From an optimization exercise on the open Yosys and OpenROAD flow, aimed at small area; shortcuts taken in it are not production practice.
Function was checked by simulation only, so behaviour that the tests miss may differ from the original.
Power and IR drop assume default switching activity. No driver is modelled on the clock port, so clocking that relies on it looks cheaper here than on a real chip.

==> flow/design.v (excerpt) <==
module afi_phy_top
(
	input logic pll_afi_clk,
	input logic reset,
	input logic [afi_phy_pkg::AFI_CMD_W-1:0] afi_cmd,
	input logic [afi_phy_pkg::AFI_WR_W-1:0] afi_wr,
	input logic [8-1:0] paddr,
	input logic psel,
	input logic penable,
	input logic pwrite,
	input logic [32-1:0] pwdata,
	output logic [32-1:0] prdata,
	output logic pready,
	output logic pslverr,
	output logic [afi_phy_pkg::MEM_BUS_W-1:0] mem,
	output logic mem_ck_en,
	output logic [8-1:0] calib_skip_steps
);
export LEC_CHECK = 0
export CAP_MARGIN = 0
export CORE_MARGIN = 2
export CORE_UTILIZATION = 70
export CTS_CLUSTER_DIAMETER = 80
export CTS_CLUSTER_SIZE = 35
export SLEW_MARGIN = 0
export SYNTH_HIERARCHICAL = 1
export SYNTH_MINIMUM_KEEP_SIZE = 0
create_clock -name core_clock -period 5.0 [get_ports {pll_afi_clk}]
standard.sh (not shown) runs the stock make flow with config.mk's settings and CLKGATE_MAP_FILE= SYNTH_SCRIPT=/design/flow/synth_recipe.tcl, a recipe that flattens the netlist after the stock synthesis.
==> flow/flow/run.sh <==
#!/bin/bash
# Standard ORFS layout, with the port buffers made of the smallest buffer
# cell instead of the one buffer_ports picks by default.
set -euo pipefail
bash standard.sh "BUFFER_PORTS_ARGS=-buffer_cell sky130_fd_sc_hd__buf_1" "CTS_ARGS=-sink_clustering_enable -repair_clock_nets -sink_clustering_size 37 -sink_clustering_max_diameter 70 -dont_use_dummy_load" finish > standard_make.log 2>&1
The first run went through all stages and came out clean.
Change:
==> flow/flow/run.sh (replaced) <==
#!/bin/bash
# Standard ORFS layout, with the port buffers made of the smallest buffer
# cell instead of the one buffer_ports picks by default.
set -euo pipefail
bash standard.sh "BUFFER_PORTS_ARGS=-buffer_cell sky130_fd_sc_hd__buf_1" "CTS_ARGS=-sink_clustering_enable -repair_clock_nets -sink_clustering_size 35 -sink_clustering_max_diameter 80 -dont_use_dummy_load -root_buf sky130_fd_sc_hd__clkbuf_4 -tree_buf sky130_fd_sc_hd__clkbuf_4" finish > standard_make.log 2>&1
Outcome:
- The changed run finished with timing, DRC and antenna clean
- utilization fell by 0.24 points
- die area does not change
- fmax is about the same
- setup slack is better by 3.6 ps
- via count decreases by about 1.1%
- total power went down by 1.3%
- final area is lower by about 0.3%
- combinational power hardly moves
Change:
==> flow/flow/run.sh (replaced) <==
#!/bin/bash
# Standard ORFS layout, with the port buffers made of the smallest buffer
# cell instead of the one buffer_ports picks by default.
set -euo pipefail
bash standard.sh "BUFFER_PORTS_ARGS=-buffer_cell sky130_fd_sc_hd__buf_1" "CTS_ARGS=-sink_clustering_enable -repair_clock_nets -sink_clustering_size 35 -sink_clustering_max_diameter 80 -dont_use_dummy_load -root_buf sky130_fd_sc_hd__clkbuf_8 -tree_buf sky130_fd_sc_hd__clkbuf_8" finish > standard_make.log 2>&1
The changed run went through all stages and came out clean.
Utilization hardly moves.
Setup slack is about the same.
Area after synthesis is unchanged.
Worst hold slack stays flat.
Routed wire length fell slightly.
First-iteration DRC count rose by a few percent.
Sequential cell count does not change.
Sequential power is about the same.
Sequential share of layout area is about the same.
Change:
==> flow/flow/run.sh (replaced) <==
#!/bin/bash
# Standard ORFS layout, with the port buffers made of the smallest buffer
# cell instead of the one buffer_ports picks by default.
set -euo pipefail
bash standard.sh "BUFFER_PORTS_ARGS=-buffer_cell sky130_fd_sc_hd__buf_1" "CTS_ARGS=-sink_clustering_enable -repair_clock_nets -sink_clustering_size 35 -sink_clustering_max_diameter 80 -dont_use_dummy_load" finish > standard_make.log 2>&1
Effect: Wire length rose by about 0.4%; area after synthesis does not change; first-iteration DRC count decreases by 0.74%; count of clock-buffer cells in the layout does not change; worst hold slack is better by 3.1 ps; via count came out lower by about 0.7%; non-clock buffer count stays the same; flip-flop and latch count is unchanged; design area hardly moves.

========
== run A ==
afi_phy_top, a different RTL version from the one above (not shown whole).
For scale: about 1000 cells after synthesis, roughly 620 flip-flops, about 210 I/O pins, about 16000 sq um of cells after synthesis.
export LEC_CHECK = 0
export CAP_MARGIN = 0
export CORE_MARGIN = 2
export CORE_UTILIZATION = 70
export SLEW_MARGIN = 0
export SYNTH_HIERARCHICAL = 1
export SYNTH_MINIMUM_KEEP_SIZE = 0
create_clock -name core_clock -period 5.0 [get_ports {pll_afi_clk}]
==> flow/flow/run.sh <==
#!/bin/bash
# Standard ORFS layout, with the port buffers made of the smallest buffer
# cell instead of the one buffer_ports picks by default.
set -euo pipefail
bash standard.sh "BUFFER_PORTS_ARGS=-buffer_cell sky130_fd_sc_hd__buf_1" "CTS_ARGS=-sink_clustering_enable -repair_clock_nets -sink_clustering_size 20 -sink_clustering_max_diameter 60 -dont_use_dummy_load -buf_list sky130_fd_sc_hd__clkbuf_8 -root_buf sky130_fd_sc_hd__clkbuf_8" finish > standard_make.log 2>&1
The following lists how run B was set up differently from run A:
- CTS_CLUSTER_DIAMETER now 80, previously not set
- CTS_CLUSTER_SIZE now 35, previously not set
==> flow/run.sh (new file) <==
#!/bin/bash
# synth_recipe.tcl (not shown) runs the flow's synth.tcl, then flattens the netlist and writes it again
# the make line also repeats each setting of config.mk as NAME=value (left out here)
make -C /OpenROAD-flow-scripts/flow DESIGN_CONFIG=/design/flow/config.mk WORK_HOME=/design/flow/orfs CLKGATE_MAP_FILE= SYNTH_SCRIPT=/design/flow/synth_recipe.tcl finish
removed: flow/flow/run.sh
removed: flow/standard.sh
Notes after the runs:
- Total global-route track usage was lower in run A than in run B.
- Diff run A -> run B: final cell count went down; post-layout minimum cycle time picked up an extra 0.76 ns; area overhead of the layout relative to synthesis higher; worst-case setup margin in the final layout shows a reduction of 0.76 ns.
- Power dissipated in the clock network for run B is higher than for run A.
- Compared with run A, run B is hungrier on power.
Inputs modified between run B and run C:
==> flow/flow/run.sh (new file) <==
#!/bin/bash
# Standard ORFS layout, with the port buffers made of the smallest buffer
# cell instead of the one buffer_ports picks by default.
set -euo pipefail
bash standard.sh "BUFFER_PORTS_ARGS=-buffer_cell sky130_fd_sc_hd__buf_1" "CTS_ARGS=-sink_clustering_enable -repair_clock_nets -sink_clustering_size 40 -sink_clustering_max_diameter 50 -dont_use_dummy_load -root_buf sky130_fd_sc_hd__clkbuf_8 -tree_buf sky130_fd_sc_hd__clkbuf_8" finish > standard_make.log 2>&1
==> flow/standard.sh (new file) <==
#!/bin/bash
# synth_recipe.tcl (not shown) runs the flow's synth.tcl, then flattens the netlist and writes it again
# the make line also repeats each setting of config.mk as NAME=value (left out here)
make -C /OpenROAD-flow-scripts/flow DESIGN_CONFIG=/design/flow/config.mk WORK_HOME=/design/flow/orfs CLKGATE_MAP_FILE= SYNTH_SCRIPT=/design/flow/synth_recipe.tcl "${@:-finish}"
removed: flow/run.sh
## What came out
Routed length on met2: run C vs run B down 6.3%. Of the two values seen for capture point of the critical path, prdata[0] was produced by run C and prdata[1] by run B. Run B ended up with fewer cell instances than run C did. Via density per instance is higher on run B. In the flow results for run C and run B, the area added between synthesis and finish is larger on run B. Run B → run C: non-clock buffer instance count of the final layout decreased about 4%, portion of the clock cycle consumed by the worst path in the final layout decreased 15 points. In run C the share of final-layout standard cells stronger than drive strength 1 turned out 0.55 points higher than in run B. Cmp run C and run B / combinational group share of total power / lower: run C.
Input changes introduced in run D (baseline for comparison: run C):
==> flow/flow/run.sh <==
#!/bin/bash
# Standard ORFS layout, with the port buffers made of the smallest buffer
# cell instead of the one buffer_ports picks by default.
set -euo pipefail
bash standard.sh "BUFFER_PORTS_ARGS=-buffer_cell sky130_fd_sc_hd__buf_1" "CTS_ARGS=-sink_clustering_enable -repair_clock_nets -sink_clustering_size 35 -sink_clustering_max_diameter 80 -dont_use_dummy_load -root_buf sky130_fd_sc_hd__clkbuf_8 -tree_buf sky130_fd_sc_hd__clkbuf_8" finish > standard_make.log 2>&1
## What came out
Setup clock skew after layout: run D vs run C down 0.0052 ns. Summary of run D over run C: achievable frequency about even; total power fell 7.9%; first-pass GRT wire length fell about 3.7%; number of clock buffers in the layout fell 16; footprint of the flip-flops and latches about even. The run showing the smaller fraction of power consumed by the clock network is run D. | cell internal power dissipation | run D vs run C | better |. Between run C and run D, share of final-layout standard cells stronger than drive strength 1 decreased. Looking at register share of the cell area across run C and run D, the one that comes out lower is run C.

==> what the ideal ports hide <==
The flow's constraints put no driver on any port. The routed layouts listed below were extracted and timed again, unchanged, in two steps. Step 1 sets driving cells, clkbuf_16 on the clock port and buf_2 on the other inputs (assumed; they add their load-dependent delay and slew). Step 2 adds t to the input delays and takes it off the output delays; t is the mean of the earliest and latest rising clock arrival at the registers after step 1. Input paths then give back, and output paths get back, about the clock's delay inside the block. a / b / c = ideal / step 1 / step 2; a / b = the first two.
run | shift t [ns] | slack for setup (ns) | worst slew at a driven data input, ns | pins driven straight from the clock port
the first run of note 1 | 0.580 | 1.875 / 1.851 / 1.851 | 0.08 | 1
the second run of note 1 | 0.811 | 1.878 / 1.855 / 1.855 | 0.08 | 1
the third run of note 1 | 0.644 | 1.881 / 1.857 / 1.857 | 0.07 | 1
the fourth run of note 1 | 0.580 | 1.878 / 1.855 / 1.855 | 0.08 | 1
run A | 0.576 | 1.885 / 1.863 / 1.832 | 0.07 | 1
run B | 0.590 | 1.129 / 1.090 / 1.090 | 0.07 | 1
run C | 0.613 | 1.885 / 1.864 / 1.829 | 0.07 | 1
run D | 0.647 | 1.894 / 1.872 / 1.826 | 0.07 | 1
After both steps every run listed still meets setup and hold. The setup slack of run D, which loses most, moves by -0.022 ns with the drivers and by -0.068 ns with both steps.
